What follows belongs to an exercise in optimizing a design on an open flow for small area, a short achievable clock period and few clock cycles; a production flow would make more cautious choices.
RTL that was checked went through simulation tests only; none was proved equivalent to the original.
The RTL of runs 8 and 9 was laid out without a check of its function.
Power is estimated from default activity; no workload was simulated.

--- config.mk ---
export PLATFORM = sky130hd
export DESIGN_NAME = aes_round_stream
export DESIGN_NICKNAME = aes_round_stream
export VERILOG_FILES = /design/flow/design.v
export SDC_FILE = /design/flow/constraint.sdc
export NUM_CORES = 4
export LEC_CHECK = 0
export ABC_AREA = 1
export CAP_MARGIN = 20
export CORE_MARGIN = 2
export CORE_UTILIZATION = 40
export PLACE_DENSITY = 0.55
export SETUP_SLACK_MARGIN = 2.8
export SLEW_MARGIN = 20
--- constraint.sdc ---
create_clock -name core_clock -period 5.0 [get_ports {clk}]
set_input_delay 1.0000 -clock core_clock [delete_from_list [all_inputs] [get_ports {clk}]]
set_output_delay 1.0000 -clock core_clock [all_outputs]
set_load 0.01 [all_outputs]
--- design.v ---
module aes_sbox (
    input  logic [7:0] x,
    output logic [7:0] s
);
    localparam logic [2047:0] SBOX_TBL = {
        128'h637c777bf26b6fc53001672bfed7ab76,
        128'hca82c97dfa5947f0add4a2af9ca472c0,
        128'hb7fd9326363ff7cc34a5e5f171d83115,
        128'h04c723c31896059a071280e2eb27b275,
        128'h09832c1a1b6e5aa0523bd6b329e32f84,
        128'h53d100ed20fcb15b6acbbe394a4c58cf,
        128'hd0efaafb434d338545f9027f503c9fa8,
        128'h51a3408f929d38f5bcb6da2110fff3d2,
        128'hcd0c13ec5f974417c4a77e3d645d1973,
        128'h60814fdc222a908846eeb814de5e0bdb,
        128'he0323a0a4906245cc2d3ac629195e479,
        128'he7c8376d8dd54ea96c56f4ea657aae08,
        128'hba78252e1ca6b4c6e8dd741f4bbd8b8a,
        128'h703eb5664803f60e613557b986c11d9e,
        128'he1f8981169d98e949b1e87e9ce5528df,
        128'h8ca1890dbfe6426841992d0fb054bb16
    };
    assign s = SBOX_TBL[{~x, 3'b000} +: 8];
endmodule
module aes_round_stream #(
    parameter int unsigned TAG_W = 4
) (
    input  logic             clk,
    input  logic             rst_n,
    input  logic             sys_en,
    input  logic             in_valid,
    output logic             in_ready,
    input  logic [127:0]     in_state,
    input  logic [127:0]     in_key,
    input  logic             in_last,
    input  logic [TAG_W-1:0] in_tag,
    output logic             out_valid,
    input  logic             out_ready,
    output logic [127:0]     out_state,
    output logic [TAG_W-1:0] out_tag,
    output logic             out_last
);
    function automatic logic [7:0] xtime(input logic [7:0] b);
        xtime = {b[6:0], 1'b0} ^ (b[7] ? 8'h1b : 8'h00);
    endfunction
    logic v2_q, v3_q;
    logic en2, en3;
    assign en3      = sys_en & (~v3_q | out_ready);
    assign en2      = sys_en & (~v2_q | ~v3_q | out_ready);
    assign in_ready = ~v2_q | ~v3_q | out_ready;
    always_ff @(posedge clk) begin
        if (!rst_n) begin
            v2_q <= 1'b0;
            v3_q <= 1'b0;
        end else begin
            if (en2) v2_q <= in_valid;
            if (en3) v3_q <= v2_q;
        end
    end
    logic [7:0]   sb [16];
    logic [127:0] sr_w;
    for (genvar n = 0; n < 16; n++) begin : g_sb
        aes_sbox u_sbox (.x(in_state[127 - 8*n -: 8]), .s(sb[n]));
    end
    for (genvar c = 0; c < 4; c++) begin : g_sr_col
        for (genvar r = 0; r < 4; r++) begin : g_sr_row
            assign sr_w[127 - 8*(4*c + r) -: 8] = sb[4*((c + r) % 4) + r];
        end
    end
    logic [127:0]     s2_sr_q, s2_key_q;
    logic             s2_last_q;
    logic [TAG_W-1:0] s2_tag_q;
    always_ff @(posedge clk) begin
        if (en2) begin
            s2_sr_q   <= sr_w;
            s2_key_q  <= in_key;
            s2_last_q <= in_last;
            s2_tag_q  <= in_tag;
        end
    end
    logic [127:0] ark_w;
    for (genvar c = 0; c < 4; c++) begin : g_mc_col
        logic [7:0] a [4];
        logic [7:0] t;
        for (genvar r = 0; r < 4; r++) begin : g_in
            assign a[r] = s2_sr_q[127 - 8*(4*c + r) -: 8];
        end
        assign t = a[0] ^ a[1] ^ a[2] ^ a[3];
        for (genvar r = 0; r < 4; r++) begin : g_out
            assign ark_w[127 - 8*(4*c + r) -: 8] =
                a[r] ^ s2_key_q[127 - 8*(4*c + r) -: 8] ^
                ({8{~s2_last_q}} & (t ^ xtime(a[r] ^ a[(r + 1) % 4])));
        end
    end
    logic [127:0]     s3_state_q;
    logic             s3_last_q;
    logic [TAG_W-1:0] s3_tag_q;
    always_ff @(posedge clk) begin
        if (en3) begin
            s3_state_q <= ark_w;
            s3_last_q  <= s2_last_q;
            s3_tag_q   <= s2_tag_q;
        end
    end
    assign out_valid = v3_q;
    assign out_state = s3_state_q;
    assign out_tag   = s3_tag_q;
    assign out_last  = s3_last_q;
endmodule
--- flow/run.sh ---
#!/bin/bash
# Layout flow: the standard ORFS flow (standard.sh, unchanged synthesis),
# with the ports buffered by plain buf_2 cells instead of the delay-buffer
# cell ORFS picks by default. Each step's full log stays in orfs/logs/; the
# make output goes to make_finish.log.
set -euo pipefail
export BUFFER_PORTS_ARGS="-buffer_cell sky130_fd_sc_hd__buf_2"
bash standard.sh finish > make_finish.log 2>&1
--- standard.sh ---
#!/bin/bash
# synth_recipe.tcl (not shown) runs the flow's synth.tcl, then flattens the netlist and writes it again
# the make line also repeats each setting of config.mk as NAME=value (left out here)
make -C /OpenROAD-flow-scripts/flow DESIGN_CONFIG=/design/flow/config.mk WORK_HOME=/design/flow/orfs CLKGATE_MAP_FILE= SYNTH_SCRIPT=/design/flow/synth_recipe.tcl "${@:-finish}"
==> results.cfg, run 1 <==
[global_route]
grtUsageTotal_pct = 39.9
antenna_found_initial = 27
grt_pass1_vias = 78700
overflow = 0
grt_max_degree = 100
grt_pass1_wl_mm = 507

[hold_path]
worstHoldStart = s2_tag_q[1]$_DFFE_PP_
holdPathEnd = s3_tag_q[1]$_DFFE_PP_
min_path_cells = 0
hp-class = register to register

[synth]
yosys_warnings = 10
ys_seq_area_share_pct = 18.6
synthCells = 11400
synth.distinct_cells = 40
synth.net_count = 11900
synth-seq-cells = 396
avgSynthCellArea_um2 = 5.63
syn_area_mm2 = 0.0640

[cells_and_area]
drive_above_1_share_pct = 18.1
layout.nets = 12000
multi_input_area_mm2 = 0.0510
syn2layout_area_growth_pct = 20.5
regArea_mm2 = 0.0119
fin_cells = 13600
layout_commonest_cell = nand2_1
fin_area_mm2 = 0.0771
final_cell_mix = nand2_1, nand3_1, inv_1, nor2_1, edfxtp_1
final.fill_count = 16800

[placed_design]
numPortBuffers = 400
place_congestion = 1.11
dp_hpwl_mm = 248
postPlaceCellArea_mm2 = 0.0666
pre_cts_ws_ps = 1290
dp_cells = 13200

[timing]
fin_ws_ps = 2650
setup_viol = 0
max_freq_mhz = 425
setup_tns_ps = 0
slew_headroom_pct = 42.6
report.final.slew_viol_count = 0
period_share_pct = 47.0
hold_viol = 0
worst_pin_slew_ps = 859
rsz0062_at_grt = true
post-route-min-period_ps = 2350
clock_skew_ps = 42.7
fin_hold_ws_ps = 419

[routing]
vias_per_cell = 6.46
vias = 87900
wl_met2_mm = 147
dr_wl_met3_mm = 47.9
drc = 0
dr.max_layer_used = met5
met1_length_mm = 130
routed_wl_mm = 348
firstDrtPassIters = 14
ant_nets = 0
drtIter0Drc = 16200
wire_per_inst_um = 25.6

[setup_path]
critPathKind = register to output pin
path_max_fanout = 1
cp_num_buf_inv = 1
r2r_start = s2_sr_q[121]$_DFFE_PP_
ff2ff_path_depth = 7
cp_data_required_time_ps = 4000
startpoint_type = register
cp.arrival_ps = 1350
cp.depth = 1
cp-end-kind = output pin
r2r_slack_ps = 2850
r2r_end = s3_state_q[97]$_DFFE_PP_
cp_top_family = flip-flops
cpMaxStageDelayCell = edfxtp_1
crit_path_cell_trace = buf_2
critPathMaxStageDelay_ps = 490

[power]
p_leak_nw = 36.1
ir_drop_mv = 0.252
power.density_mw_per_mm2 = 230

[floorplan]
die_w_um = 404
dieArea_mm2 = 0.163
die_height_um = 404
initial_utilization_pct = 40.3
num_io_pins = 401
placementRows = 146
core_mm2 = 0.159

[clocking]
clk_latency_ps = 700
clock_sinks = 396
clock_path_buffers = 3
cts_tree = built
cts_htree_levels = 2
cts.reportedPaths.clkPinSlew_ps = 60
root_buffer = clkbuf_16
ctsHoldBuffers = 0
cts_buffers = 53

[status]
outcome = complete, no violations

[run]
cap_violations = 0
[per-stage QoR]
stage          util [%]  total power, mW
3_5_place_dp       42.0             12.4
2_1_floorplan         -             9.81
4_1_cts            45.2             16.9
6_report           48.6             17.8
5_1_grt            48.6             18.6
3_3_place_gp       42.0             12.5
[sequential cells by signal (all words and copies together), names as in the netlist]
register	cells
s2_key_q	128
s2_sr_q	128
s3_state_q	128
s2_tag_q	4
s3_tag_q	4
s2_last_q	1
s3_last_q	1
v2_q	1
v3_q	1
[kinds of logic (layout without fill, tap and decap cells)]
logic type / Yosys count / count (layout) / share of synthesized area (%)
compound gates: 1019 / 1019 / 8.72
fa+ha+maj: 240 / 240 / 4.70
flops: 396 / 396 / 18.6
buf+inv: 1455 / 1642 / 9.11
other cells: 0 / 7 / 0
xor+xnor: 428 / 428 / 6.10
simple gates: 7814 / 7815 / 52.8
[where the power goes]
group | internal (mW) | leakage, nW | switching [mW]
Combinational | 2.96 | 31.4 | 6.14
Clock | 2.26 | 0.857 | 1.77
Sequential | 4.23 | 3.88 | 0.402
Total | 9.45 | 36.1 | 8.31
[routing by layer]
metal / up-vias / track usage, %
met5: - / 0
met3: 1758 / 10.5
li1: 38400 / -
met2: 7752 / 60.6
met1: 40000 / 52.4
met4: 26 / 19.3
[cell usage after synthesis, drive strengths merged]
cell type,number,area (um^2)
nand2,3875,14600
nand3,3017,15100
inv,741,2780
nor2,669,2530
o21ai,457,2290
edfxtp,394,11800
buf,393,1760
a21oi,362,1810
clkbuf,306,1230
xnor2,256,2330
ha,240,3000
o211ai,172,1290
xor2,172,1570
nand4,147,920
or2,53,332
nand3b,19,143
a31oi,17,106
nand2b,16,100
clkinv,15,56.3
nor3,14,70.1
o22ai,4,25.0
o31ai,3,22.5
and2,2,12.5
and3,2,12.5
dfxtp,2,40.0
o21bai,2,15.0
a21boi,1,7.51
o21a,1,7.51
[worst max-delay path by stage]
stage	slack [ps]	end	start
global placement	1150	s2_sr_q[9]$_DFFE_PP_	in_state[73]
CTS	2630	out_state[37]	s3_state_q[37]$_DFFE_PP_
floorplan	-930	s2_key_q[0]$_DFFE_PP_	sys_en
detailed placement	1290	s2_sr_q[9]$_DFFE_PP_	in_state[73]
finish	2650	out_state[112]	s3_state_q[112]$_DFFE_PP_
global route	2630	out_state[112]	s3_state_q[112]$_DFFE_PP_
[what timing repair did]
action / in CTS / in global routing
gates cloned: 5 / 6
pin swaps: 31 / 199
setup buffers: 107 / 150
endpoints found under the hold margin: 0 / 0
gates resized for setup: 782 / 1090
setup endpoints to repair: 274 / 268
[cell type report]
cell class	count	area share, %
inverter	756	4.24
clock buffer	57	1.77
clock inverter	41	0.534
antenna	7	0.0227
multi-input combinational	9502	66.2
timing repair inverter	7	0.0601
timing repair buffer	781	8.35
tap	2072	3.36
sequential	396	15.4
Testbench counts, summed over its fixed seeds: cycles 2,064.
==> run 2, diff against run 1 <==
--- a/config.mk
+++ b/config.mk
@@ -12,3 +12,3 @@
 export PLACE_DENSITY = 0.55
-export SETUP_SLACK_MARGIN = 2.8
+export SETUP_SLACK_MARGIN = 2.6
 export SLEW_MARGIN = 20
==> run 2 against run 1 <==
Flip-flop and latch count unchanged. Count of clock-buffer cells in the layout did not move. Die area did not move. Critical path type is now input port to register. Critical path depth increased by 11. Total power down 3.6%. Highest routed layer unchanged. Sequential share of layout area increased by 1.1 points.
==> results.cfg, run 2 <==
[global_route]
overflow = 0
antenna_found_initial = 27
grt_max_degree = 100
grt_pass1_vias = 78000
grtUsageTotal_pct = 39.7
grt_pass1_wl_mm = 504

[clocking]
cts.reportedPaths.clkPinSlew_ps = 70
root_buffer = clkbuf_16
clock_sinks = 396
clk_latency_ps = 700
clock_path_buffers = 3
cts_buffers = 53
cts_htree_levels = 2
cts_tree = built
ctsHoldBuffers = 0

[power]
p_seq_share_pct = 27.1
power.density_mw_per_mm2 = 239
switching_share_pct = 46.9
power_mw = 17.1
p_clk_share_pct = 23.5
p_leak_nw = 34.3
switching_power_mw = 8.03
p_comb_share_pct = 49.4
p_int_mw = 9.09
ir_drop_mv = 0.251

[timing]
slew_headroom_pct = 30.6
fin_hold_ws_ps = 419
clock_skew_ps = 42.0
worst_pin_slew_ps = 1040
hold_viol = 0
rsz0062_at_grt = true
period_share_pct = 49.5
fin_ws_ps = 2520
report.final.slew_viol_count = 0
max_freq_mhz = 404
post-route-min-period_ps = 2480
setup_viol = 0
setup_tns_ps = 0

[synth]
synth-simple-area-share_pct = 52.8
ys.flop_type = edfxtp_1
synth.net_count = 11900
synth_edf_count = 394
synth_compound_area_share_pct = 8.72
muxShareOfSynthArea_pct = 0
synthAdderAreaFrac_pct = 4.70
synth_most_common_cell = nand2_1
synthArstFlopShare_pct = 0
ys_top_cells_by_area = nand3_1, nand2_1, edfxtp_1
avgSynthCellArea_um2 = 5.63
synth.distinct_cells = 40
synthCells = 11400
ys_seq_area_share_pct = 18.6
syn_area_mm2 = 0.0640
synth_top_family_by_area = simple AND/OR/NAND/NOR gates
synth_top_area_cell = nand3_1
synth_xor_area_share_pct = 6.10
synth-seq-cells = 396
yosysTopAreaCellShare_pct = 23.6
yosys_warnings = 10
synthTopCellsByCount = nand2_1, nand3_1, nor2_1, inv_1, edfxtp_1

[setup_path]
crit_top_cell = nand3_1
cp.arrival_ps = 2890
startpoint_type = input port
critPathMaxStageDelay_ps = 280
cp_data_required_time_ps = 5420
cp_num_buf_inv = 4
crit_path_cell_trace = buf_6 -> clkinvlp_4 -> buf_4 -> ha_1 -> inv_1 -> nand2_1 -> nand2_1 -> nand3_1 -> nand3_1 -> nand3_1 -> nand3_1 -> nand2_1
r2r_slack_ps = 2670
path_max_fanout = 11
cpMaxStageDelayCell = ha_1
cp-end-kind = register
cp_top_family = simple AND/OR/NAND/NOR gates
critPathKind = input port to register

[cells_and_area]
top_regs = s2_key_q x128, s2_sr_q x128, s3_state_q x128
final_cell_mix = nand2_1, nand3_1, inv_1, nor2_1, edfxtp_1
drive_above_1_share_pct = 11.9
utilization_pct = 45.2
fin_cells = 13500
fin_area_mm2 = 0.0717
layout_commonest_cell = nand2_1
layout.nets = 11800
syn2layout_area_growth_pct = 12.2

[routing]
vias_per_cell = 6.44
firstDrtPassIters = 12
wire_per_inst_um = 25.5
drtIter0Drc = 16200
routed_wl_mm = 343
drc = 0
ant_nets = 0
vias = 86700

[placed_design]
dp_hpwl_mm = 248
dp_cells = 13200
postPlaceCellArea_mm2 = 0.0666
numPortBuffers = 400
pre_cts_ws_ps = 1290
place_congestion = 1.11

[hold_path]
hp-class = register to register

[floorplan]
initial_utilization_pct = 40.3
dieArea_mm2 = 0.163
die_height_um = 404
placementRows = 146
die_w_um = 404
core_mm2 = 0.159
num_io_pins = 401

[status]
outcome = complete, no violations

[run]
cap_violations = 0
==> run 2: cell types whose count changed in the layout (fill, tap and decap cells not counted), sizes merged <==
cell / change
nand2: -1
inv: +3
clkinv: -8
clkbuf: +1
clkinvlp: +4
buf: -155
bufinv: -1
diode: -1
==> run 2: cell type report <==
cell class              instances  area (um^2)
fillers                     17200        86800
multi-input cells            9501        48100
flip-flops and latches        396        11900
repair buffers                627         4300
inverters                     756         3100
well taps                    2072         2590
clock buffers                  57         1360
clock inverters                41          412
repair inverters                5         32.5
diodes                          6         15.0
==> run 2: cells by family after synthesis <==
family,after synthesis
compound gates,1019
xor+xnor,428
fa+ha+maj,240
buf+inv,1455
flops,396
simple gates,7814
==> run 2: power by group through the flow <==
stage	clock, mW	combinational [mW]	sequential (mW)
global placement	0	7.81	4.71
CTS	4.12	7.88	4.65
finish	4.02	8.46	4.64
global route	4.23	9.07	4.67
detailed placement	0	7.72	4.71
floorplan	0	5.15	4.65
==> run 2: timing repair <==
action,in CTS,in global routing
pin swaps,1,37
endpoints found under the setup margin,131,133
resized for setup,263,535
setup buffers,55,52
endpoints found under the hold margin,0,0
gates cloned,2,3
==> run 2: routing by layer <==
layer	track usage, %	up-vias	wire (um)
li1	-	38000	-
met1	52.1	39400	128000
met2	60.0	7603	144000
met3	10.5	1639	47600
met4	19.5	28	22600
met5	0	-	174
==> run 2: path summary, 6_finish.rpt <==
check / start / depth (start not counted) / to
max: in_state[80] / 12 / s2_sr_q[114]$_DFFE_PP_
max reg2reg: s2_sr_q[20]$_DFFE_PP_ / 5 / s3_state_q[12]$_DFFE_PP_
min: s2_tag_q[1]$_DFFE_PP_ / 0 / s3_tag_q[1]$_DFFE_PP_
min reg2reg: s2_tag_q[1]$_DFFE_PP_ / 0 / s3_tag_q[1]$_DFFE_PP_
==> run 3, diff against run 2 <==
--- a/config.mk
+++ b/config.mk
@@ -10,5 +10,5 @@
 export CORE_MARGIN = 2
-export CORE_UTILIZATION = 40
-export PLACE_DENSITY = 0.55
-export SETUP_SLACK_MARGIN = 2.6
+export CORE_UTILIZATION = 55
+export PLACE_DENSITY = 0.68
+export SETUP_SLACK_MARGIN = 2.7
 export SLEW_MARGIN = 20
==> run 3 against run 2 <==
Global-route usage is 11 points higher. Wire length down 5.2%. Utilization rose by 17 points. Flip-flop and latch count is the same. Total power rose by 0.27%. Clock power is 5.2% lower. Cell count fell by 4.0%. Register-to-register slack about the same. Via count rose by 3.5%. Clock skew is 7.1 ps lower.
==> results.cfg, run 3 <==
[status]
outcome = complete, no violations

[hold_path]
hp-class = register to register
min_path_cells = 0

[synth]
avgSynthCellArea_um2 = 5.63
synth.distinct_cells = 40
ys_top_cells_by_area = nand3_1, nand2_1, edfxtp_1
syn_area_mm2 = 0.0640
synthArstFlopShare_pct = 0
synth_most_common_cell = nand2_1
synth-seq-cells = 396
yosysTopAreaCellShare_pct = 23.6
synth_top_area_cell = nand3_1
synthTopCellsByCount = nand2_1, nand3_1, nor2_1, inv_1, edfxtp_1
ys_seq_area_share_pct = 18.6
ys.flop_type = edfxtp_1
synth_edf_count = 394
synthCells = 11400
synth.net_count = 11900
yosys_warnings = 10

[timing]
clock_skew_ps = 34.9
report.final.slew_viol_count = 0
fin_ws_ps = 2580
post-route-min-period_ps = 2420
max_freq_mhz = 413
worst_pin_slew_ps = 1070
slew_headroom_pct = 28.5
setup_viol = 0
rsz0062_at_grt = true
hold_viol = 0
period_share_pct = 48.4

[placed_design]
dp_hpwl_mm = 227
place_congestion = 1.19
numPortBuffers = 400
dp_cells = 12700
pre_cts_ws_ps = 1320

[setup_path]
ff2ff_path_depth = 6
critPathKind = input port to register
cp.arrival_ps = 2840
path_max_fanout = 36
cp_data_required_time_ps = 5420
cp-end-kind = register
startpoint_type = input port

[cells_and_area]
final_cell_mix = nand2_1, nand3_1, inv_1, nor2_1, edfxtp_1
top_regs = s2_key_q x128, s2_sr_q x128, s3_state_q x128
fin_cells = 12900
syn2layout_area_growth_pct = 13.3
layout.nets = 11900
final.fill_count = 11100
layout_commonest_cell = nand2_1
drive_above_1_share_pct = 13.8

[clocking]
clock_sinks = 396
clk_latency_ps = 670
root_buffer = clkbuf_16
cts_htree_levels = 2
cts_buffers = 50
cts.reportedPaths.clkPinSlew_ps = 70
clock_path_buffers = 3
cts_tree = built

[routing]
routed_wl_mm = 325
vias_per_cell = 6.94
vias = 89700
firstDrtPassIters = 17
drtIter0Drc = 20400
wire_per_inst_um = 25.2
ant_nets = 0
drc = 0

[floorplan]
die_w_um = 345
dieArea_mm2 = 0.119
core_mm2 = 0.116
initial_utilization_pct = 55.3
placementRows = 125
die_height_um = 345
num_io_pins = 401

[power]
power.density_mw_per_mm2 = 237
ir_drop_mv = 0.272
power_mw = 17.2
p_leak_nw = 34.5

[global_route]
grt_pass1_vias = 80300
grtUsageTotal_pct = 50.8
overflow = 0
antenna_found_initial = 22
grt_max_degree = 102
grt_pass1_wl_mm = 481

[run]
cap_violations = 0
==> run 3: report_power, final <==
part	switching (mW)	internal [mW]
clock	1.76	2.05
sequential	0.425	4.23
combinational	6.00	2.70
==> run 3: path summary, 6_finish.rpt <==
kind                               from                       end  slack (ps)
setup / recovery           in_state[90]     s2_sr_q[90]$_DFFE_PP_        2580
hold / removal    s2_tag_q[1]$_DFFE_PP_     s3_tag_q[1]$_DFFE_PP_         420
setup reg to reg  s2_sr_q[78]$_DFFE_PP_  s3_state_q[70]$_DFFE_PP_        2660
hold reg to reg   s2_tag_q[1]$_DFFE_PP_     s3_tag_q[1]$_DFFE_PP_         420
==> run 3: final cells by class <==
type	instances	area [um^2]	share of cell area [%]
timing repair inverter	6	40.0	0.0553
inverter	756	3210	4.42
antenna	14	35.0	0.0484
clock inverter	34	305	0.421
clock buffer	59	1310	1.80
timing repair buffer	639	4740	6.54
tap	1524	1910	2.63
multi-input combinational	9501	49000	67.7
sequential	396	11900	16.4
==> run 3: metal layers <==
layer | wire length [um] | GRT usage, % | vias to the layer above
li1 | - | - | 38000
met1 | 110000 | 63.6 | 39300
met2 | 126000 | 71.2 | 9682
met3 | 60300 | 21.9 | 2712
met4 | 29300 | 31.6 | 18
met5 | 180 | 0.360 | -
==> run 3: logic make-up (layout without fill, tap and decap cells) <==
| logic type | count (synthesis) | in the layout | share of synthesized area (%) |
|---|---|---|---|
| compound gates | 1019 | 1019 | 8.72 |
| xor+xnor | 428 | 428 | 6.10 |
| fa+ha+maj | 240 | 240 | 4.70 |
| buf+inv | 1455 | 1494 | 9.11 |
| flops | 396 | 396 | 18.6 |
| other cells | 0 | 14 | 0 |
| simple gates | 7814 | 7814 | 52.8 |
==> run 3: per-stage QoR <==
step | setup TNS [ps] | util (%) | hold slack [ps] | cell area, um^2
2_1_floorplan | -296300 | - | 400 | 64000
3_3_place_gp | 0 | 56.8 | 401 | 65800
3_5_place_dp | 0 | 56.9 | 407 | 65800
4_1_cts | 0 | 59.9 | 422 | 69300
5_1_grt | 0 | 62.6 | 430 | 72400
6_report | 0 | 62.6 | 418 | 72400
==> run 3: repair_timing <==
| item | CTS | global route |
|---|---|---|
| pin swaps | 11 | 85 |
| setup buffers | 65 | 70 |
| resized for setup | 448 | 760 |
| setup endpoints to repair | 182 | 142 |
| gates cloned | 5 | 2 |
| hold buffers | 0 | 0 |
==> run 3: critical path: stages <==
cell	delay (ps)
buf_6	320
nand2_1	350
nand3_1	280
nand3_1	300
nand3_1	210
nand3_2	110
nand3_2	130
nand2_1	80
==> run 4, diff against run 3 <==
==> flow/run.sh (replaced) <==
#!/bin/bash
# Layout flow: the standard ORFS flow (standard.sh) with two changes:
#  - synthesis skips Yosys's adder extraction (ADDER_MAP_FILE empty), so the
#    S-box decode logic is left to ABC instead of being cut into half-adder
#    cells; registers are untouched by this (it only affects combinational
#    mapping);
#  - the ports are buffered by plain buf_2 cells instead of the delay-buffer
#    cell ORFS picks by default.
# Each ORFS step's full log stays in orfs/logs/; make's output goes to
# make_finish.log.
set -euo pipefail
export ADDER_MAP_FILE=
export BUFFER_PORTS_ARGS="-buffer_cell sky130_fd_sc_hd__buf_2"
bash standard.sh finish > make_finish.log 2>&1
==> run 4 against run 3 <==
Register-to-register slack improved by 40 ps. Via count is 7.2% lower. Wire length fell by 9.6%. Clock power is 9.7% higher. Synthesized cell count down 9.4%. First-iteration DRC count up 19%. Largest power group unchanged.
==> results.cfg, run 4 <==
[status]
outcome = complete, no violations

[clocking]
cts.reportedPaths.clkPinSlew_ps = 70
clock_path_buffers = 3
clk_latency_ps = 710
cts_tree = built
cts_buffers = 53
clock_sinks = 396
cts_htree_levels = 2
root_buffer = clkbuf_16

[setup_path]
startpoint_type = register
cpMaxStageDelayCell = edfxtp_1
critPathKind = register to output pin
cp_top_family = flip-flops
cp.arrival_ps = 1410
critPathMaxStageDelay_ps = 520
cp-end-kind = output pin
r2r_start = s2_sr_q[15]$_DFFE_PP_
path_max_fanout = 1
crit_path_start = s3_state_q[55]$_DFFE_PP_
cp_data_required_time_ps = 4000
crit_path_cell_trace = buf_2
cp_num_buf_inv = 1

[synth]
synth_most_common_cell = nand2_1
ys_seq_area_share_pct = 20.6
ys_top_cells_by_area = nand2_1, nand3_1, edfxtp_1
synth_edf_count = 394
synth_top_area_cell = nand2_1
yosysTopAreaCellShare_pct = 22.9
synthCells = 10300
avgSynthCellArea_um2 = 5.61
syn_area_mm2 = 0.0578
synth.net_count = 10600
ys.flop_type = edfxtp_1
synth-seq-cells = 396
yosys_warnings = 10
synthTopCellsByCount = nand2_1, nand3_1, nor2_1, o21ai_0, inv_1
synthArstFlopShare_pct = 0
synth.distinct_cells = 44

[timing]
setup_tns_ps = 0
max_freq_mhz = 416
rsz0062_at_grt = true
hold_viol = 0
period_share_pct = 48.1
fin_hold_ws_ps = 418
report.final.slew_viol_count = 0
worst_pin_slew_ps = 1000
fin_ws_ps = 2590
post-route-min-period_ps = 2410
slew_headroom_pct = 33.2
clock_skew_ps = 67.5
setup_viol = 0

[cells_and_area]
final.fill_count = 10000
syn2layout_area_growth_pct = 12.1
layout_commonest_cell = nand2_1
layout.nets = 10600
fin_cells = 11800
final_cell_mix = nand2_1, nand3_1, o21ai_0, nor2_1, a21oi_1
drive_above_1_share_pct = 12.6
utilization_pct = 62.4
top_regs = s2_key_q x128, s2_sr_q x128, s3_state_q x128

[routing]
routed_wl_mm = 294
vias = 83300
wire_per_inst_um = 24.9
ant_nets = 0
drtIter0Drc = 24300
vias_per_cell = 7.06
firstDrtPassIters = 23
drc = 0

[power]
p_leak_nw = 30.6
power.density_mw_per_mm2 = 258
ir_drop_mv = 0.458

[placed_design]
dp_hpwl_mm = 201
dp_cells = 11500
place_congestion = 1.23
pre_cts_ws_ps = 1630
numPortBuffers = 400

[hold_path]
hp-class = register to register
worstHoldStart = s2_tag_q[3]$_DFFE_PP_

[global_route]
overflow = 0
antenna_found_initial = 23
grt_max_degree = 154
grt_pass1_vias = 73300
grtUsageTotal_pct = 51.0
grt_pass1_wl_mm = 436

[run]
cap_violations = 0

[floorplan]
die_w_um = 328
num_io_pins = 401
die_height_um = 328
core_mm2 = 0.104
initial_utilization_pct = 55.7
placementRows = 118
dieArea_mm2 = 0.108
## run 4: final timing paths
path	end	slack, ps	depth (start not counted)
hold / removal	s3_tag_q[3]$_DFFE_PP_	420	0
hold reg to reg	s3_tag_q[3]$_DFFE_PP_	420	0
setup reg to reg	s3_state_q[23]$_DFFE_PP_	2700	8
setup / recovery	out_state[55]	2590	1
## run 4: layer usage
layer | share of wire, % | wire (um) | track usage [%] | vias to the layer above
li1 | - | - | - | 34800
met1 | 33 | 98300 | 63.9 | 35800
met2 | 38 | 113000 | 71.8 | 9589
met3 | 19 | 54700 | 22.3 | 3060
met4 | 9.6 | 28100 | 30.2 | 24
met5 | 0.050 | 147 | 0.133 | -
## run 4: power breakdown
part           switching (mW)  internal [mW]
clock                    1.78           2.41
combinational            5.42           2.45
sequential              0.406           4.26
## run 4: cells by family after synthesis
| group | share of synthesized area (%) |
|---|---|
| xor+xnor | 6.86 |
| simple gates | 50.4 |
| buf+inv | 8.61 |
| compound gates | 13.6 |
| flops | 20.6 |
## run 4: layout make-up
class                      count  area [um^2]  area share, %
multi-input combinational   8676        42500           65.6
sequential                   396        11900           18.3
timing repair buffer         623         4250           6.57
inverter                     584         2450           3.78
tap                         1380         1730           2.67
clock buffer                  62         1380           2.13
clock inverter                38          459          0.709
timing repair inverter        14         80.1          0.124
antenna                       18         45.0         0.0696
## run 4: metrics by stage
stage | power [mW] | cell area (um^2)
2_1_floorplan | 9.41 | 57800
3_3_place_gp | 11.6 | 59500
3_5_place_dp | 11.6 | 59500
4_1_cts | 15.9 | 62600
5_1_grt | 17.3 | 64700
6_report | 16.7 | 64800
## run 4: what timing repair did
action                     in CTS  in global routing
gates resized for setup       227                491
pin swaps                       0                  8
setup buffers                  63                 63
hold endpoints to repair        0                  0
setup endpoints to repair     183                169
hold buffers                    0                  0
cloned                          8                  7
==> run 5, diff against run 4 <==
--- a/config.mk
+++ b/config.mk
@@ -10,4 +10,4 @@
 export CORE_MARGIN = 2
-export CORE_UTILIZATION = 55
-export PLACE_DENSITY = 0.68
+export CORE_UTILIZATION = 40
+export PLACE_DENSITY = 0.55
 export SETUP_SLACK_MARGIN = 2.7
==> run 5 against run 4 <==
Utilization fell by 16 points. Sequential share of layout area fell by 0.34 points. Critical path depth rose by 10. Maximum frequency fell by 3.4%. Hold slack got worse by 4.4 ps. Global-route usage fell by 9.5 points. First-iteration DRC count fell by 34%. Clock skew fell by 32 ps. Count of clock-buffer cells in the layout did not move. Worst setup slack got worse by 84 ps. Flip-flop and latch count did not move. Register-to-register slack improved by 20 ps. Largest cell class unchanged.
==> results.cfg, run 5 <==
[synth]
synthTopCellsByCount = nand2_1, nand3_1, nor2_1, o21ai_0, inv_1
synth_most_common_cell = nand2_1
synth.net_count = 10600
yosys_warnings = 10
ys.flop_type = edfxtp_1
avgSynthCellArea_um2 = 5.61
ys_seq_area_share_pct = 20.6
synth_edf_count = 394
ys_top_cells_by_area = nand2_1, nand3_1, edfxtp_1
syn_area_mm2 = 0.0578
synth-seq-cells = 396
synthArstFlopShare_pct = 0
synth.distinct_cells = 44
synth_top_area_cell = nand2_1
yosysTopAreaCellShare_pct = 22.9
synthCells = 10300

[timing]
period_share_pct = 49.8
report.final.slew_viol_count = 0
setup_viol = 0
slew_headroom_pct = 33.3
setup_tns_ps = 0
post-route-min-period_ps = 2490
worst_pin_slew_ps = 1000
rsz0062_at_grt = true
max_freq_mhz = 401
hold_viol = 0
clock_skew_ps = 35.1
fin_hold_ws_ps = 413

[floorplan]
initial_utilization_pct = 40.3
num_io_pins = 401
dieArea_mm2 = 0.147
core_mm2 = 0.143
die_w_um = 384
placementRows = 139
die_height_um = 384

[setup_path]
startpoint_type = input port
cp_top_family = simple AND/OR/NAND/NOR gates
cp_data_required_time_ps = 5430
path_max_fanout = 13
r2r_start = v3_q$_SDFFE_PN0P_
critPathMaxStageDelay_ps = 290
cp-end-kind = register
r2r_slack_ps = 2720
crit_path_start = in_state[10]
cp.arrival_ps = 2920
cp_num_buf_inv = 2
crit_path_cell_trace = buf_4 -> nand2_2 -> nand2_1 -> inv_1 -> nand2_1 -> o21ai_0 -> nand2_1 -> nand2_1 -> nand3_1 -> nand3_1 -> nand2_1
cpMaxStageDelayCell = nand2_1
critPathKind = input port to register
crit_top_cell = nand2_1

[placed_design]
dp_hpwl_mm = 231
place_congestion = 1.10
postPlaceCellArea_mm2 = 0.0604
numPortBuffers = 400

[cells_and_area]
top_regs = s2_key_q x128, s2_sr_q x128, s3_state_q x128
fin_area_mm2 = 0.0660
syn2layout_area_growth_pct = 14.3
layout.nets = 10600
layout_commonest_cell = nand2_1
drive_above_1_share_pct = 13.1
final_cell_mix = nand2_1, nand3_1, o21ai_0, nor2_1, a21oi_1
utilization_pct = 46.0

[clocking]
cts_buffers = 56
root_buffer = clkbuf_16
cts_htree_levels = 2
clock_path_buffers = 3
clk_latency_ps = 700
clock_sinks = 396
cts_tree = built
cts.reportedPaths.clkPinSlew_ps = 60

[routing]
routed_wl_mm = 323
firstDrtPassIters = 10
wire_per_inst_um = 26.2
drc = 0
vias = 80400
vias_per_cell = 6.53
ant_nets = 0
drtIter0Drc = 15900

[hold_path]
worstHoldStart = s2_tag_q[3]$_DFFE_PP_
hp-class = register to register

[status]
outcome = complete, no violations

[global_route]
grtUsageTotal_pct = 41.5
grt_pass1_wl_mm = 475
antenna_found_initial = 29
overflow = 0
grt_max_degree = 136
grt_pass1_vias = 73200

[power]
ir_drop_mv = 0.350
power_mw = 17.0
power.density_mw_per_mm2 = 257
p_leak_nw = 30.8

[run]
cap_violations = 0
run 5: cell counts after synthesis:
No cell type changed its count.
run 5: routing by layer:
| layer | GRT usage, % | up-vias | share of wire [%] |
|---|---|---|---|
| li1 | - | 34900 | - |
| met4 | 22.8 | 24 | 7.4 |
| met3 | 10.4 | 1768 | 14 |
| met2 | 61.7 | 7584 | 41 |
| met1 | 54.6 | 36100 | 37 |
| met5 | 0 | - | 0.043 |
run 5: logic make-up after synthesis:
kind of cell    share of synthesized area [%]
buf+inv                                  8.61
flops                                    20.6
xor+xnor                                 6.86
simple gates                             50.4
compound gates                           13.6
run 5: path summary, 6_finish.rpt:
kind	end	cells past startpoint
min	s3_tag_q[3]$_DFFE_PP_	0
max	s2_sr_q[79]$_DFFE_PP_	11
min reg2reg	s3_tag_q[3]$_DFFE_PP_	0
max reg2reg	s2_key_q[18]$_DFFE_PP_	3
run 5: final cells by class:
cell class / instances / area [um^2]
repair inverters: 1 / 5.00
fillers: 15600 / 77500
flip-flops and latches: 396 / 11900
repair buffers: 632 / 4560
diodes: 18 / 45.0
well taps: 1903 / 2380
clock inverters: 38 / 435
clock buffers: 62 / 1450
multi-input cells: 8676 / 42800
inverters: 584 / 2420
run 5: through the flow:
stage          setup slack [ps]  instances
2_1_floorplan              -928      10300
3_3_place_gp               1320      12100
3_5_place_dp               1380      12100
4_1_cts                    2560      12200
5_1_grt                    2560      12300
6_report                   2510      12300
run 5: where the power goes:
part	switching, mW	internal [mW]	leakage, nW	total [mW]
combinational	5.51	2.51	26.0	8.01
clock	1.83	2.45	0.921	4.28
sequential	0.438	4.26	3.87	4.70
total	7.77	9.22	30.8	17.0
run 5: repair_timing:
item | in CTS | in global routing
gates resized for setup | 306 | 554
hold buffers | 0 | 0
gates cloned | 1 | 1
endpoints found under the setup margin | 179 | 176
buffers inserted | 51 | 55
pin swaps | 1 | 9
==> run 6, diff against run 5 <==
--- a/config.mk
+++ b/config.mk
@@ -12,3 +12,3 @@
 export PLACE_DENSITY = 0.55
-export SETUP_SLACK_MARGIN = 2.7
+export SETUP_SLACK_MARGIN = 3.0
 export SLEW_MARGIN = 20
==> run 6 against run 5 <==
Global-route usage is 0.88 points higher. Clock power hardly changed. Wire length is 6.1% higher. Combinational power is about 20% higher. Flip-flop and latch count stayed put. Register-to-register slack better by 280 ps. Via count is 5.2% higher. Largest cell class unchanged.
==> results.cfg, run 6 <==
[global_route]
grt_pass1_wl_mm = 484
grt_max_degree = 136
overflow = 0
grtUsageTotal_pct = 42.4
antenna_found_initial = 33
grt_pass1_vias = 74900

[synth]
synthArstFlopShare_pct = 0
muxShareOfSynthArea_pct = 0
synth_most_common_cell = nand2_1
synth_xor_area_share_pct = 6.86
avgSynthCellArea_um2 = 5.61
ys_top_cells_by_area = nand2_1, nand3_1, edfxtp_1
synth_edf_count = 394
synth-seq-cells = 396
yosysTopAreaCellShare_pct = 22.9
syn_area_mm2 = 0.0578
ys_seq_area_share_pct = 20.6
synth-simple-area-share_pct = 50.4
synthCells = 10300
synth_top_family_by_area = simple AND/OR/NAND/NOR gates
yosys_warnings = 10
synth.distinct_cells = 44
ys.flop_type = edfxtp_1
synth_top_area_cell = nand2_1
synthTopCellsByCount = nand2_1, nand3_1, nor2_1, o21ai_0, inv_1
synth_compound_area_share_pct = 13.6
synth.net_count = 10600
synthAdderAreaFrac_pct = 0

[timing]
hold_viol = 0
slew_headroom_pct = 32.8
worst_pin_slew_ps = 1010
setup_tns_ps = 0
period_share_pct = 48.3
rsz0062_at_grt = true
clock_skew_ps = 37.1
post-route-min-period_ps = 2420
report.final.slew_viol_count = 0
setup_viol = 0
max_freq_mhz = 414

[cells_and_area]
fin_cells = 12700
layout_commonest_cell = nand2_1
layout.nets = 11100
final_cell_mix = nand2_1, nand3_1, o21ai_0, buf_4, a21oi_1
drive_above_1_share_pct = 24.7
top_regs = s2_key_q x128, s2_sr_q x128, s3_state_q x128
syn2layout_area_growth_pct = 33.9
final.fill_count = 14300

[floorplan]
die_w_um = 384
placementRows = 139
num_io_pins = 401
initial_utilization_pct = 40.3
die_height_um = 384
core_mm2 = 0.143
dieArea_mm2 = 0.147

[setup_path]
cpMaxStageDelayCell = edfxtp_1
critPathMaxStageDelay_ps = 530
critPathKind = register to output pin
crit_path_cell_trace = buf_6
cp_data_required_time_ps = 4000
startpoint_type = register
cp-end-kind = output pin
cp_num_buf_inv = 1
cp.arrival_ps = 1420
path_max_fanout = 1
cp_top_family = flip-flops

[routing]
wire_per_inst_um = 26.9
vias = 84500
routed_wl_mm = 343
ant_nets = 0
vias_per_cell = 6.63
drc = 0
drtIter0Drc = 16700
firstDrtPassIters = 15

[power]
switching_power_mw = 8.47
p_int_mw = 10.0
ir_drop_mv = 0.364
p_seq_share_pct = 25.0
power_mw = 18.5
p_clk_share_pct = 23.2
p_leak_nw = 35.3
power.density_mw_per_mm2 = 239
p_comb_share_pct = 51.8
switching_share_pct = 45.7

[placed_design]
dp_hpwl_mm = 231
dp_cells = 12100
place_congestion = 1.10
numPortBuffers = 400

[hold_path]
hp-class = register to register

[clocking]
clock_sinks = 396
cts.reportedPaths.clkPinSlew_ps = 60
root_buffer = clkbuf_16
cts_buffers = 56
ctsHoldBuffers = 0
cts_tree = built
clock_path_buffers = 3
clk_latency_ps = 700
cts_htree_levels = 2

[run]
cap_violations = 0

[status]
outcome = complete, no violations
[run 6: path summary, 6_finish.rpt]
check        cells after the start                  endpoint                      from  slack, ps
min reg2reg                      0     s3_tag_q[3]$_DFFE_PP_     s2_tag_q[3]$_DFFE_PP_        420
max reg2reg                      7  s3_state_q[63]$_DFFE_PP_     s2_sr_q[39]$_DFFE_PP_       3000
max                              1             out_state[19]  s3_state_q[19]$_DFFE_PP_       2580
min                              0     s3_tag_q[3]$_DFFE_PP_     s2_tag_q[3]$_DFFE_PP_        420
[run 6: power groups by stage]
stage / registers (mW) / logic, mW / clock network [mW]
after floorplan: 4.68 / 4.73 / 0
after global placement: 4.78 / 7.26 / 0
after detailed placement: 4.77 / 7.16 / 0
after CTS: 4.63 / 8.08 / 4.35
after global routing: 4.66 / 10.1 / 4.46
final: 4.64 / 9.59 / 4.29
[run 6: area by class of cell]
cell class	instances	area, um^2	area share [%]
Inverter	584	2740	3.54
Sequential cell	396	11900	15.3
Timing Repair Buffer	1062	10000	13.0
Timing Repair inverter	7	45.0	0.0582
Antenna cell	12	30.0	0.0388
Multi-Input combinational cell	8679	48400	62.5
Tap cell	1903	2380	3.08
Clock inverter	38	435	0.563
Clock buffer	62	1450	1.87
[run 6: cells by family (layout without fill, tap and decap cells)]
group | after synthesis | count (layout)
AND/OR/NAND/NOR | 6802 | 6805
AO/OA/AOI/OAI | 1430 | 1430
buffers and inverters | 1217 | 1753
XOR/XNOR | 444 | 444
flip-flops | 396 | 396
other | 0 | 12
[run 6: through the flow]
step | instance area, um^2 | utilization [%] | hold slack [ps] | worst slack (ps)
detailed placement | 60400 | 42.1 | 408 | 1380
global route | 77400 | 53.9 | 440 | 2560
floorplan | 57800 | - | 400 | -928
finish | 77400 | 53.9 | 418 | 2580
global placement | 60400 | 42.1 | 404 | 1320
CTS | 68400 | 47.7 | 417 | 2560
[run 6: routing by layer]
| metal | vias to the layer above | GRT usage (%) | share of wire, % | routed length (um) |
|---|---|---|---|---|
| met5 | - | 0 | 0.064 | 218 |
| met4 | 34 | 24.5 | 8.7 | 29900 |
| met3 | 2428 | 11.2 | 15 | 50000 |
| met2 | 8350 | 62.9 | 41 | 140000 |
| met1 | 37900 | 55.1 | 36 | 122000 |
| li1 | 35800 | - | - | - |
[run 6: repair_timing]
| action | CTS | global route |
|---|---|---|
| pin swaps | 43 | 213 |
| cloned | 6 | 43 |
| resized for setup | 1248 | 1454 |
| buffers inserted | 212 | 286 |
| endpoints found under the setup margin | 514 | 349 |
==> run 7, diff against run 6 <==
--- a/config.mk
+++ b/config.mk
@@ -10,5 +10,5 @@
 export CORE_MARGIN = 2
-export CORE_UTILIZATION = 40
-export PLACE_DENSITY = 0.55
-export SETUP_SLACK_MARGIN = 3.0
+export CORE_UTILIZATION = 48
+export PLACE_DENSITY = 0.62
+export SETUP_SLACK_MARGIN = 2.9
 export SLEW_MARGIN = 20
==> run 7 against run 6 <==
Still clean. Register-to-register slack worse by 160 ps. Clock power down 2%. Total power decreased by 2.8%. Maximum frequency grew 0.80%.
==> results.cfg, run 7 <==
[status]
outcome = complete, no violations

[clocking]
cts_htree_levels = 2
clock_path_buffers = 3
cts.reportedPaths.clkPinSlew_ps = 60
root_buffer = clkbuf_16
clk_latency_ps = 690
cts_tree = built
clock_sinks = 396
cts_buffers = 51

[timing]
post-route-min-period_ps = 2400
setup_tns_ps = 0
max_freq_mhz = 417
rsz0062_at_grt = true
fin_hold_ws_ps = 426
period_share_pct = 47.9
worst_pin_slew_ps = 853
slew_headroom_pct = 43.1
hold_viol = 0
report.final.slew_viol_count = 0
setup_viol = 0
fin_ws_ps = 2600
clock_skew_ps = 30.9

[power]
ir_drop_mv = 0.353
p_leak_nw = 33.6
power.density_mw_per_mm2 = 250

[cells_and_area]
final.fill_count = 11400
fin_cells = 12300
top_regs = s2_key_q x128, s2_sr_q x128, s3_state_q x128
layout.nets = 10900
syn2layout_area_growth_pct = 24.9
final_cell_mix = nand2_1, nand3_1, o21ai_0, nor2_1, a21oi_1
layout_commonest_cell = nand2_1
drive_above_1_share_pct = 20.3

[synth]
synth_xor_area_share_pct = 6.86
synthCells = 10300
synth.net_count = 10600
synthTopCellsByCount = nand2_1, nand3_1, nor2_1, o21ai_0, inv_1
synth_most_common_cell = nand2_1
ys_top_cells_by_area = nand2_1, nand3_1, edfxtp_1
synth.distinct_cells = 44
synth_top_family_by_area = simple AND/OR/NAND/NOR gates
muxShareOfSynthArea_pct = 0
yosys_warnings = 10
syn_area_mm2 = 0.0578
synthArstFlopShare_pct = 0
yosysTopAreaCellShare_pct = 22.9
avgSynthCellArea_um2 = 5.61
ys.flop_type = edfxtp_1
synth_top_area_cell = nand2_1
synth-seq-cells = 396
synthAdderAreaFrac_pct = 0
ys_seq_area_share_pct = 20.6
synth_compound_area_share_pct = 13.6
synth-simple-area-share_pct = 50.4
synth_edf_count = 394

[hold_path]
worstHoldStart = s2_tag_q[1]$_DFFE_PP_
min_path_cells = 0
holdPathEnd = s3_tag_q[1]$_DFFE_PP_
hp-class = register to register

[setup_path]
cp_top_family = flip-flops
r2r_slack_ps = 2840
critPathKind = register to output pin
ff2ff_path_depth = 8
cpMaxStageDelayCell = edfxtp_1
r2r_start = s2_sr_q[23]$_DFFE_PP_
path_max_fanout = 1
critPathMaxStageDelay_ps = 540
cp_data_required_time_ps = 4000
r2r_end = s3_state_q[19]$_DFFE_PP_
startpoint_type = register
cp-end-kind = output pin
cp_num_buf_inv = 1
crit_path_cell_trace = buf_6
cp.arrival_ps = 1400

[floorplan]
die_w_um = 351
core_mm2 = 0.120
dieArea_mm2 = 0.123
placementRows = 127
die_height_um = 351
num_io_pins = 401
initial_utilization_pct = 48.3

[routing]
drc = 0
wire_per_inst_um = 26.7
vias = 85500
routed_wl_mm = 328
ant_nets = 0
firstDrtPassIters = 22
drtIter0Drc = 20400
vias_per_cell = 6.95

[run]
cap_violations = 0

[placed_design]
numPortBuffers = 400
dp_hpwl_mm = 223
dp_cells = 11800
place_congestion = 1.18
pre_cts_ws_ps = 1530

[global_route]
grtUsageTotal_pct = 48.9
grt_pass1_vias = 75700
overflow = 0
antenna_found_initial = 21
grt_pass1_wl_mm = 470
grt_max_degree = 85
## run 7: metal layers
metal  wire (um)  GRT usage [%]
met5         234          0.275
met4       29400           27.9
met3       59500           21.3
met2      129000           70.2
met1      110000           60.5
## run 7: what timing repair did
item                                   in CTS  in global routing
gates cloned                                8                 17
buffers inserted                          155                229
endpoints found under the hold margin       0                  0
setup endpoints to repair                 520                347
gates resized for setup                   798               1099
hold buffers                                0                  0
pin swaps                                  14                103
## run 7: worst max path at each step
stage	start	slack, ps	end	cells past startpoint
finish	s3_state_q[121]$_DFFE_PP_	2600	out_state[121]	1
global route	s3_state_q[25]$_DFFE_PP_	2620	out_state[25]	1
floorplan	sys_en	-930	s2_key_q[0]$_DFFE_PP_	2
CTS	s3_state_q[27]$_DFFE_PP_	2630	out_state[27]	1
detailed placement	in_state[90]	1530	s2_sr_q[92]$_DFFE_PP_	12
global placement	in_state[24]	1420	s2_sr_q[30]$_DFFE_PP_	13
## run 7: cell families (layout without fill, tap and decap cells)
group                     Yosys count  count (layout)
and+or+nand+nor                  6802            6803
xor gates and xnor gates          444             444
DFF                               396             396
buffers and inverters            1217            1609
other                               0              13
AOI/OAI and AO/OA                1430            1430
## run 7: final cells by class
type	count	area (um^2)	share of cell area (%)
timing repair inverter	10	67.6	0.0937
clock buffer	59	1310	1.81
inverter	584	2610	3.62
tap	1612	2020	2.80
sequential	396	11900	16.5
antenna	13	32.5	0.0451
clock inverter	36	498	0.690
multi-input combinational	8677	45700	63.4
timing repair buffer	920	8010	11.1
## run 7: per-stage QoR
| stage | area [um^2] | util, % | power (mW) |
|---|---|---|---|
| final | 72100 | 60.3 | 18.0 |
| after global routing | 72100 | 60.3 | 18.5 |
| after CTS | 65900 | 55.1 | 16.6 |
| after detailed placement | 60100 | 50.2 | 11.9 |
| after global placement | 60100 | 50.2 | 11.9 |
| after floorplan | 57800 | - | 9.41 |
## run 7: report_power, final
group | switching (mW) | total [mW] | internal [mW]
Sequential | 0.365 | 4.62 | 4.26
Combinational | 6.14 | 9.18 | 3.04
Clock | 1.82 | 4.20 | 2.37
==> run 8, diff against run 7 <==
--- a/design.v
+++ b/design.v
@@ -45,9 +45,11 @@
     endfunction
-    logic v2_q, v3_q;
-    logic en2, en3;
-    assign en3      = sys_en & (~v3_q | out_ready);
-    assign en2      = sys_en & (~v2_q | ~v3_q | out_ready);
-    assign in_ready = ~v2_q | ~v3_q | out_ready;
+    logic v1_q, v2_q, v3_q;
+    logic en1, en2, en3;
+    assign en3 = sys_en & (~v3_q | out_ready);
+    assign en2 = sys_en & (~v2_q | ~v3_q | out_ready);
+    assign en1 = sys_en & (~v1_q | ~v2_q | ~v3_q | out_ready);
+    assign in_ready = ~v1_q | ~v2_q | ~v3_q | out_ready;
     always_ff @(posedge clk) begin
         if (!rst_n) begin
+            v1_q <= 1'b0;
             v2_q <= 1'b0;
@@ -55,4 +57,16 @@
         end else begin
-            if (en2) v2_q <= in_valid;
+            if (en1) v1_q <= in_valid;
+            if (en2) v2_q <= v1_q;
             if (en3) v3_q <= v2_q;
+        end
+    end
+    logic [127:0]     s1_state_q, s1_key_q;
+    logic             s1_last_q;
+    logic [TAG_W-1:0] s1_tag_q;
+    always_ff @(posedge clk) begin
+        if (en1) begin
+            s1_state_q <= in_state;
+            s1_key_q   <= in_key;
+            s1_last_q  <= in_last;
+            s1_tag_q   <= in_tag;
         end
@@ -62,3 +76,3 @@
     for (genvar n = 0; n < 16; n++) begin : g_sb
-        aes_sbox u_sbox (.x(in_state[127 - 8*n -: 8]), .s(sb[n]));
+        aes_sbox u_sbox (.x(s1_state_q[127 - 8*n -: 8]), .s(sb[n]));
     end
@@ -75,5 +89,5 @@
             s2_sr_q   <= sr_w;
-            s2_key_q  <= in_key;
-            s2_last_q <= in_last;
-            s2_tag_q  <= in_tag;
+            s2_key_q  <= s1_key_q;
+            s2_last_q <= s1_last_q;
+            s2_tag_q  <= s1_tag_q;
         end
==> run.sh (new file) <==
#!/bin/bash
# synth_recipe.tcl (not shown) runs the flow's synth.tcl, then flattens the netlist and writes it again
# the make line also repeats each setting of config.mk as NAME=value (left out here)
make -C /OpenROAD-flow-scripts/flow DESIGN_CONFIG=/design/flow/config.mk WORK_HOME=/design/flow/orfs CLKGATE_MAP_FILE= SYNTH_SCRIPT=/design/flow/synth_recipe.tcl finish
--- a/config.mk
+++ b/config.mk
@@ -10,5 +10,4 @@
 export CORE_MARGIN = 2
-export CORE_UTILIZATION = 48
-export PLACE_DENSITY = 0.62
-export SETUP_SLACK_MARGIN = 2.9
+export CORE_UTILIZATION = 45
+export PLACE_DENSITY = 0.6
 export SLEW_MARGIN = 20
removed: flow/run.sh
removed: standard.sh
==> run 8 against run 7 <==
Via count up 4.5%. Count of clock-buffer cells in the layout up 29. Critical path type is now register to register. Clock skew up 18 ps. Combinational power up 31%. Non-clock buffer count down 344. Register-to-register slack worse by 1300 ps. Clock power up 51%.
==> results.cfg, run 8 <==
[status]
outcome = complete, no violations

[timing]
setup_tns_ps = 0
clock_skew_ps = 48.6
post-route-min-period_ps = 3460
worst_pin_slew_ps = 1170
rsz0062_at_grt = false
period_share_pct = 69.1
hold_viol = 0
setup_viol = 0
slew_headroom_pct = 21.6
fin_ws_ps = 1540
max_freq_mhz = 289
report.final.slew_viol_count = 0

[placed_design]
dp_cells = 13500
dp_hpwl_mm = 254
pre_cts_ws_ps = 1580
numPortBuffers = 400
place_congestion = 1.13

[power]
power_mw = 26.2
power.density_mw_per_mm2 = 329
ir_drop_mv = 0.338
p_leak_nw = 36.6

[synth]
synthArstFlopShare_pct = 0
synth.distinct_cells = 37
synth_most_common_cell = nand2_1
syn_area_mm2 = 0.0717
yosysTopAreaCellShare_pct = 27.5
synth-simple-area-share_pct = 45.7
synthTopCellsByCount = nand2_1, nand3_1, inv_1, nor2_1, edfxtp_1
synth_top_family_by_area = simple AND/OR/NAND/NOR gates
avgSynthCellArea_um2 = 6.21
ys.flop_type = edfxtp_1
synth-seq-cells = 658
synthCells = 11500
synth_xor_area_share_pct = 5.65
synth.net_count = 12100
yosys_warnings = 10
synth_compound_area_share_pct = 8.85
synthAdderAreaFrac_pct = 4.19
synth_edf_count = 655
synth_top_area_cell = edfxtp_1
ys_seq_area_share_pct = 27.5
muxShareOfSynthArea_pct = 0
ys_top_cells_by_area = edfxtp_1, nand3_1, nand2_1

[clocking]
cts_resized = 0
clock_sinks = 658
cts_htree_levels = 3
cts_buffers = 79
clock_path_buffers = 3
ctsHoldBuffers = 0
clk_latency_ps = 780
root_buffer = clkbuf_16
cts_setup_buffers = 0
cts.reportedPaths.clkPinSlew_ps = 60
cts_tree = built

[routing]
drtIter0Drc = 18100
dr.max_layer_used = met5
firstDrtPassIters = 13
ant_nets = 0
vias_per_cell = 6.54
wire_per_inst_um = 26.0
dr_wl_met3_mm = 51.2
routed_wl_mm = 355
vias = 89400
wl_met2_mm = 147
drc = 0
met1_length_mm = 131

[global_route]
grt_pass1_vias = 81300
grt_pass1_wl_mm = 523
grtUsageTotal_pct = 41.6
grt_max_degree = 111
overflow = 0
antenna_found_initial = 9

[setup_path]
critPathKind = register to register
cp_top_family = simple AND/OR/NAND/NOR gates
path_max_fanout = 15
critPathMaxStageDelay_ps = 560
startpoint_type = register
r2r_slack_ps = 1540
r2r_start = s1_state_q[57]$_DFFE_PP_
cpMaxStageDelayCell = ha_1
cp-end-kind = register
crit_path_cell_trace = buf_4 -> inv_1 -> ha_1 -> inv_1 -> nand2_1 -> nand2_1 -> inv_1 -> nand2_1 -> nand3_1 -> nand2_1 -> nand2_1 -> nand3_1 -> nand3_1 -> nand2_1
cp_data_required_time_ps = 5510
crit_path_start = s1_state_q[57]$_DFFE_PP_
cp_num_buf_inv = 4
crit_top_cell = nand2_1
cp.arrival_ps = 3970

[floorplan]
num_io_pins = 401
dieArea_mm2 = 0.162
die_height_um = 403
die_w_um = 403
initial_utilization_pct = 45.3
core_mm2 = 0.158
placementRows = 146

[cells_and_area]
utilization_pct = 50.4
fin_cells = 13700
layout_commonest_cell = nand2_1
layout.nets = 12000
final_cell_mix = nand2_1, nand3_1, inv_1, nor2_1, edfxtp_1
multi_input_area_mm2 = 0.0462
drive_above_1_share_pct = 3.36
regArea_mm2 = 0.0197
final.fill_count = 16000
syn2layout_area_growth_pct = 11.2

[run]
cap_violations = 0

[hold_path]
hp-class = register to register
worstHoldStart = s1_key_q[53]$_DFFE_PP_
[run 8: cell types whose count changed after synthesis, moves of 123 or more]
cell / change
inv_1: +205
ha_1: +240
nand2_1: +263
nand3_1: +537
edfxtp_1: +261
a21oi_1: -123
[run 8: metrics by stage]
step                      hold slack (ps)  area (um^2)
after global placement                400        76900
after global routing                  413        79700
after CTS                             399        79600
final                                 403        79700
after floorplan                       400        71700
after detailed placement              405        76900
[run 8: cell families after synthesis]
logic type,after synthesis
AO/OA/AOI/OAI,1140
buffers and inverters,1439
AND/OR/NAND/NOR,7618
flip-flops,658
XOR/XNOR,452
adder cells (fa/ha/maj),240
[run 8: cell type report]
class	count	area share [%]
diodes	4	0.0126
clock buffers	88	2.52
flip-flops and latches	658	24.8
multi-input cells	9450	58.0
inverters	756	3.58
repair buffers	576	6.91
clock inverters	55	0.942
well taps	2072	3.25
[run 8: routing by layer]
layer  vias up  track usage [%]
met5         -            0.208
met3      1796             11.8
li1      38800                -
met2      8186             61.5
met1     40600             54.4
met4        12             23.3
[run 8: power by group]
group / switching [mW] / internal (mW)
Clock: 2.76 / 3.59
Sequential: 0.889 / 7.02
Combinational: 8.16 / 3.80
[run 8: final timing paths]
path                             to  cells after the start
max           s2_sr_q[57]$_DFFE_PP_                     14
min          s2_key_q[53]$_DFFE_PP_                      0
max reg2reg   s2_sr_q[57]$_DFFE_PP_                     14
min reg2reg  s2_key_q[53]$_DFFE_PP_                      0
==> run 9, diff against run 8 <==
--- a/design.v
+++ b/design.v
@@ -45,8 +45,9 @@
     endfunction
-    logic v1_q, v2_q, v3_q;
-    logic en1, en2, en3;
+    logic v1_q, v2_q, v3_q, vk_q;
+    logic en1, en2, en3, enk;
+    assign in_ready = ~(v1_q & v2_q & vk_q);
     assign en3 = sys_en & (~v3_q | out_ready);
-    assign en2 = sys_en & (~v2_q | ~v3_q | out_ready);
-    assign en1 = sys_en & (~v1_q | ~v2_q | ~v3_q | out_ready);
-    assign in_ready = ~v1_q | ~v2_q | ~v3_q | out_ready;
+    assign enk = sys_en & (~vk_q | out_ready);
+    assign en2 = sys_en & (~v2_q | ~vk_q | out_ready);
+    assign en1 = sys_en & (~v1_q | ~v2_q | ~vk_q | out_ready);
     always_ff @(posedge clk) begin
@@ -56,6 +57,8 @@
             v3_q <= 1'b0;
+            vk_q <= 1'b0;
         end else begin
-            if (en1) v1_q <= in_valid;
+            if (en1) v1_q <= in_valid & in_ready;
             if (en2) v2_q <= v1_q;
-            if (en3) v3_q <= v2_q;
+            if (en3) v3_q <= vk_q | v2_q;
+            if (enk) vk_q <= v2_q & (vk_q | (v3_q & ~out_ready));
         end
@@ -108,10 +111,23 @@
     end
-    logic [127:0]     s3_state_q;
-    logic             s3_last_q;
-    logic [TAG_W-1:0] s3_tag_q;
+    logic [127:0]     s3_state_q, sk_state_q;
+    logic             s3_last_q,  sk_last_q;
+    logic [TAG_W-1:0] s3_tag_q,   sk_tag_q;
     always_ff @(posedge clk) begin
         if (en3) begin
-            s3_state_q <= ark_w;
-            s3_last_q  <= s2_last_q;
-            s3_tag_q   <= s2_tag_q;
+            if (vk_q) begin
+                s3_state_q <= sk_state_q;
+                s3_last_q  <= sk_last_q;
+                s3_tag_q   <= sk_tag_q;
+            end else begin
+                s3_state_q <= ark_w;
+                s3_last_q  <= s2_last_q;
+                s3_tag_q   <= s2_tag_q;
+            end
+        end
+    end
+    always_ff @(posedge clk) begin
+        if (enk) begin
+            sk_state_q <= ark_w;
+            sk_last_q  <= s2_last_q;
+            sk_tag_q   <= s2_tag_q;
         end
--- a/config.mk
+++ b/config.mk
@@ -12,2 +12,3 @@
 export PLACE_DENSITY = 0.6
+export SETUP_SLACK_MARGIN = 2.8
 export SLEW_MARGIN = 20
==> run 9 against run 8 <==
Synthesized area grew 11%. Sequential power grew 17%. Still clean on timing, DRC and antenna. Worst setup slack gained 880 ps. Critical path type is now register to output pin. First-iteration DRC count grew 3.0%. Total power grew 15%. Design area grew 31%.
==> results.cfg, run 9 <==
[routing]
drtIter0Drc = 18700
firstDrtPassIters = 20
drc = 0
routed_wl_mm = 406
wire_per_inst_um = 26.2
ant_nets = 0
vias = 102000
vias_per_cell = 6.56

[global_route]
antenna_found_initial = 16
grt_pass1_vias = 90400
grt_max_degree = 84
grtUsageTotal_pct = 41.6
grt_pass1_wl_mm = 577
overflow = 0

[synth]
yosysTopAreaCellShare_pct = 29.8
synthTopCellsByCount = nand2_1, nand3_1, edfxtp_1, inv_1, nor2_1
synth_most_common_cell = nand2_1
synth_edf_count = 788
ys.flop_type = edfxtp_1
yosys_warnings = 10
ys_seq_area_share_pct = 29.9
synthCells = 12500
synth-seq-cells = 792
avgSynthCellArea_um2 = 6.33
synth.distinct_cells = 39
syn_area_mm2 = 0.0794
synthArstFlopShare_pct = 0
synth_top_area_cell = edfxtp_1
synth.net_count = 13000
ys_top_cells_by_area = edfxtp_1, nand2_1, nand3_1

[status]
outcome = complete, no violations

[timing]
period_share_pct = 51.6
hold_viol = 0
fin_ws_ps = 2420
worst_pin_slew_ps = 1110
report.final.slew_viol_count = 0
setup_tns_ps = 0
rsz0062_at_grt = true
setup_viol = 0
clock_skew_ps = 48.8
slew_headroom_pct = 25.8
post-route-min-period_ps = 2580
max_freq_mhz = 388

[clocking]
cts.reportedPaths.clkPinSlew_ps = 60
root_buffer = clkbuf_16
clock_sinks = 792
cts_tree = built
clock_path_buffers = 3
cts_buffers = 95
cts_htree_levels = 3
clk_latency_ps = 770
ctsHoldBuffers = 0

[power]
p_comb_share_pct = 45.6
p_seq_share_pct = 30.6
switching_power_mw = 13.1
p_leak_nw = 45.9
power_mw = 30.2
switching_share_pct = 43.2
power.density_mw_per_mm2 = 290
p_clk_share_pct = 23.8
p_int_mw = 17.1
ir_drop_mv = 0.289

[hold_path]
worstHoldStart = s1_key_q[79]$_DFFE_PP_
hp-class = register to register

[placed_design]
dp_hpwl_mm = 271
pre_cts_ws_ps = 1220
dp_cells = 14700
place_congestion = 1.10
numPortBuffers = 400

[floorplan]
placementRows = 154
initial_utilization_pct = 45.2
core_mm2 = 0.176
die_height_um = 424
die_w_um = 424
num_io_pins = 401
dieArea_mm2 = 0.180

[setup_path]
cp.arrival_ps = 1580
cpMaxStageDelayCell = edfxtp_1
r2r_start = s1_state_q[17]$_DFFE_PP_
critPathKind = register to output pin
path_max_fanout = 1
crit_path_start = s3_state_q[105]$_DFFE_PP_
cp-end-kind = output pin
crit_path_cell_trace = buf_2
cp_data_required_time_ps = 4000
cp_top_family = flip-flops
cp_num_buf_inv = 1
critPathMaxStageDelay_ps = 600
startpoint_type = register

[cells_and_area]
final.fill_count = 16000
fin_cells = 15500
syn2layout_area_growth_pct = 31.0
final_cell_mix = nand2_1, nand3_1, edfxtp_1, inv_1, buf_4
drive_above_1_share_pct = 23.4
layout_commonest_cell = nand2_1
layout.nets = 13600

[run]
cap_violations = 0
## run 9: cell count changes after synthesis, sizes merged, moves of 110 or more
cell    previous run  this run
and2               2       129
xnor2            304       127
nand3           2935      3057
nand4            110       220
nand2           3798      4204
edfxtp           655       788
## run 9: worst paths after layout
path,endpoint,slack (ps),cells after the start
worst min-delay path,s2_key_q[79]$_DFFE_PP_,420,0
worst min register to register,s2_key_q[79]$_DFFE_PP_,420,0
worst max-delay path,out_state[105],2420,1
worst max register to register,s2_sr_q[49]$_DFFE_PP_,2570,13
## run 9: area by class of cell
class                   instances  area (um^2)  share of cell area, %
inverters                     812         3780                   3.64
diodes                         13         32.5                 0.0313
clock buffers                 108         2450                   2.35
clock inverters                67          721                  0.693
flip-flops and latches        792        23800                   22.8
repair buffers               1186        11800                   11.3
well taps                    2340         2930                   2.82
multi-input cells           10200        58500                   56.2
repair inverters                8         52.6                 0.0505
## run 9: through the flow
stage	util, %	hold WS [ps]	instance area, um^2
floorplan	-	400	79400
detailed placement	48.0	405	84300
CTS	53.3	419	93600
global placement	47.9	403	84200
global route	59.2	423	104000
finish	59.2	419	104000
## run 9: timing repair
item	4_1_cts	5_1_grt
pin swaps	145	643
setup buffers	268	308
setup endpoints to repair	1153	530
gates resized for setup	1926	1927
cloned	11	29
## run 9: routing by layer
metal,global-route usage [%],up-vias,share of wire (%)
met1,51.4,46500,34
li1,-,43400,-
met3,9.62,2544,13
met2,63.7,9098,43
met5,0,-,0.0094
met4,30.0,6,9.8
## run 9: power groups by stage
stage	clock [mW]	sequential [mW]	combinational [mW]
global route	7.53	9.27	14.6
detailed placement	0	9.39	10.7
floorplan	0	8.98	7.23
finish	7.20	9.23	13.8
global placement	0	9.38	10.7
CTS	7.31	9.21	11.6
## run 9: cell families after synthesis
family	count (synthesis)	synth area share (%)
DFF	792	29.9
adders and majority gates	240	3.78
and+or+nand+nor	8421	46.1
AOI/OAI and AO/OA	1166	8.30
xor gates and xnor gates	324	3.58
buffers and inverters	1596	8.33

[re-timing with driven ports]
The results above use ideal ports. As a check the final layouts listed here were re-extracted and re-timed, cells and wires unchanged.
Step 1 sets driving cells, clkbuf_16 on the clock port and buf_2 on the other inputs (assumed; they add their load-dependent delay and slew).
Step 2 moves the port delays by t, midway between the first and last clock arrival at a register: inputs arrive t later, outputs are due t later. That takes back most of the time a late clock gives input paths.
Slacks: ideal / step 1 / step 2; pairs: ideal / step 1.
run | t, ns | slack for setup (ns) | worst data-port slew with drivers (ns)
run 1 | 0.759 | 2.649 / 2.571 / 1.881 | 0.22
run 2 | 0.758 | 2.525 / 2.505 / 1.747 | 0.22
run 3 | 0.729 | 2.579 / 2.454 / 1.725 | 0.21
run 4 | 0.748 | 2.594 / 2.498 / 1.750 | 0.23
run 5 | 0.754 | 2.509 / 2.521 / 1.805 | 0.19
run 6 | 0.753 | 2.585 / 2.511 / 2.016 | 0.33
run 7 | 0.742 | 2.604 / 2.534 / 1.949 | 0.19
run 8 | 0.847 | 1.544 / 1.544 / 1.544 | 0.20
run 9 | 0.835 | 2.420 / 2.335 / 1.949 | 0.18
After both steps every run listed still meets setup and hold. For run 3, which loses most, drivers alone change the setup slack by -0.125 ns; drivers and shift together by -0.854 ns.
